What follows belongs to an exercise in optimizing a design on an open flow for small area, a short achievable clock period and few clock cycles per item; a production flow would make more cautious choices.
Only simulation tests tie the RTL to the original design; equivalence was not proved.

## oak
==> module hcms_regs, before the edit <==
module hcms_regs #(
  parameter int unsigned MAX_ENTRIES = 7
) (
  input  logic                                        clk_i,
  input  logic                                        rst_ni,
  input  logic                                        psel,
  input  logic                                        penable,
  input  logic                                        pwrite,
  input  logic [hcms_pkg::ADDR_W-1:0]                 paddr,
  input  logic [hcms_pkg::DATA_W-1:0]                 pwdata,
  output logic [hcms_pkg::DATA_W-1:0]                 prdata,
  output logic [2:0]                                  entry_count_o,
  output logic [MAX_ENTRIES-1:0][hcms_pkg::DATA_W-1:0] entries_o
);
  logic [2:0]                                   count_q;
  logic [MAX_ENTRIES-1:0][hcms_pkg::DATA_W-1:0] entry_q;
  logic [2:0]                                   reg_idx;
  logic [MAX_ENTRIES:0]                         wr_q;
  logic                                         access;
  logic [hcms_pkg::DATA_W-1:0]                  rd_d;
  logic [hcms_pkg::DATA_W-1:0]                  rd_q;
  assign reg_idx = paddr[hcms_pkg::ADDR_W-1:2];
  always_ff @(posedge clk_i or negedge rst_ni) begin
    if (!rst_ni) begin
      wr_q <= '0;
    end else begin
      for (int i = 0; i <= MAX_ENTRIES; i++) begin
        wr_q[i] <= psel & ~penable & pwrite & (reg_idx == 3'(i));
      end
    end
  end
  assign access = psel & penable;
  always_ff @(posedge clk_i or negedge rst_ni) begin
    if (!rst_ni) begin
      count_q <= '0;
      entry_q <= '0;
    end else begin
      if (access & wr_q[0]) begin
        count_q <= pwdata[2:0];
      end
      for (int i = 0; i < MAX_ENTRIES; i++) begin
        if (access & wr_q[i+1]) begin
          entry_q[i] <= pwdata;
        end
      end
    end
  end
  always_comb begin
    rd_d = {{(hcms_pkg::DATA_W-3){1'b0}}, count_q};
    for (int i = 0; i < MAX_ENTRIES; i++) begin
      if (reg_idx == 3'(i + 1)) begin
        rd_d = entry_q[i];
      end
    end
  end
  always_ff @(posedge clk_i) begin
    rd_q <= rd_d;
  end
  assign prdata = rd_q;
  assign entry_count_o = count_q;
  assign entries_o     = entry_q;
endmodule
Settings: LEC_CHECK=0, CAP_MARGIN=20, CORE_MARGIN=2, CORE_UTILIZATION=60, CTS_CLUSTER_DIAMETER=100, CTS_CLUSTER_SIZE=25, SETUP_SLACK_MARGIN=2.8, SLEW_MARGIN=20; clock period 5.0 ns.
standard.sh (not shown) runs the stock make flow with config.mk's settings and CLKGATE_MAP_FILE= SYNTH_SCRIPT=/design/flow/synth_recipe.tcl, a recipe that flattens the netlist after the stock synthesis.
==> flow/flow/run.sh <==
#!/bin/bash
set -euo pipefail
export BUFFER_PORTS_ARGS="-buffer_cell sky130_fd_sc_hd__buf_2"
bash standard.sh > flow_standard.log 2>&1
Testbench counts of oak, summed over its fixed seeds: cycles 17,152, items 16,384.
Inputs modified between oak and maple:
--- a/flow/design.v
+++ b/flow/design.v
@@ -27,7 +27,6 @@
   logic [MAX_ENTRIES-1:0][hcms_pkg::DATA_W-1:0] entry_q;
   logic [2:0]                                   reg_idx;
   logic [MAX_ENTRIES:0]                         wr_q;
-  logic                                         access;
   logic [hcms_pkg::DATA_W-1:0]                  rd_d;
   logic [hcms_pkg::DATA_W-1:0]                  rd_q;
   assign reg_idx = paddr[hcms_pkg::ADDR_W-1:2];
@@ -40,17 +39,16 @@
       end
     end
   end
-  assign access = psel & penable;
   always_ff @(posedge clk_i or negedge rst_ni) begin
     if (!rst_ni) begin
       count_q <= '0;
       entry_q <= '0;
     end else begin
-      if (access & wr_q[0]) begin
+      if (wr_q[0]) begin
         count_q <= pwdata[2:0];
       end
       for (int i = 0; i < MAX_ENTRIES; i++) begin
-        if (access & wr_q[i+1]) begin
+        if (wr_q[i+1]) begin
           entry_q[i] <= pwdata;
         end
       end
--- outcome ---
maple finished every step from synthesis to the final layout, and the layout passed the timing, design-rule and antenna checks.
[compare] base=oak new=maple: fraction of area in multi-input gates down 0.98 points; via count of the first global-routing pass stayed essentially flat; data arrival time of the critical path went up; total routing usage reported by global routing saw an increase; critical path depth rose by 1.
Compared to oak, maple has floorplan row count 1.3% lower.
Summary: with oak as the reference, first-pass GRT wire length in maple moved up slightly.
Testbench counts of maple, summed over its fixed seeds: cycles 17,152, items 16,384.

==> afterwards: timing with drivers on the ports <==
The results above use ideal ports. As a check the final layouts listed here were re-extracted and re-timed, cells and wires unchanged. Step 1, drivers: a clkbuf_16 drives clk_i and a buf_2 each remaining input, both assumed. Step 2, shift: input delay + t, output delay - t, t = (earliest + latest rising clock arrival at the registers) / 2. This alone moves slack from input paths to output paths. a / b / c = no drivers / after step 1 / after step 2; a / b = the first two.
run | shift t [ns] | slack for setup (ns) | clock arrival spread, ns | worst slew at a driven data input, ns | cell pins on the clock port's net
oak | 0.647 | 2.753 / 2.753 / 2.232 | 0.029 / 0.030 | 0.08 | 1
maple | 0.644 | 2.685 / 2.685 / 2.314 | 0.032 / 0.032 | 0.09 | 1
After both steps setup and hold are still met in every run listed. For oak, which loses most, drivers alone change the setup slack by 0.000 ns; drivers and shift together by -0.521 ns.
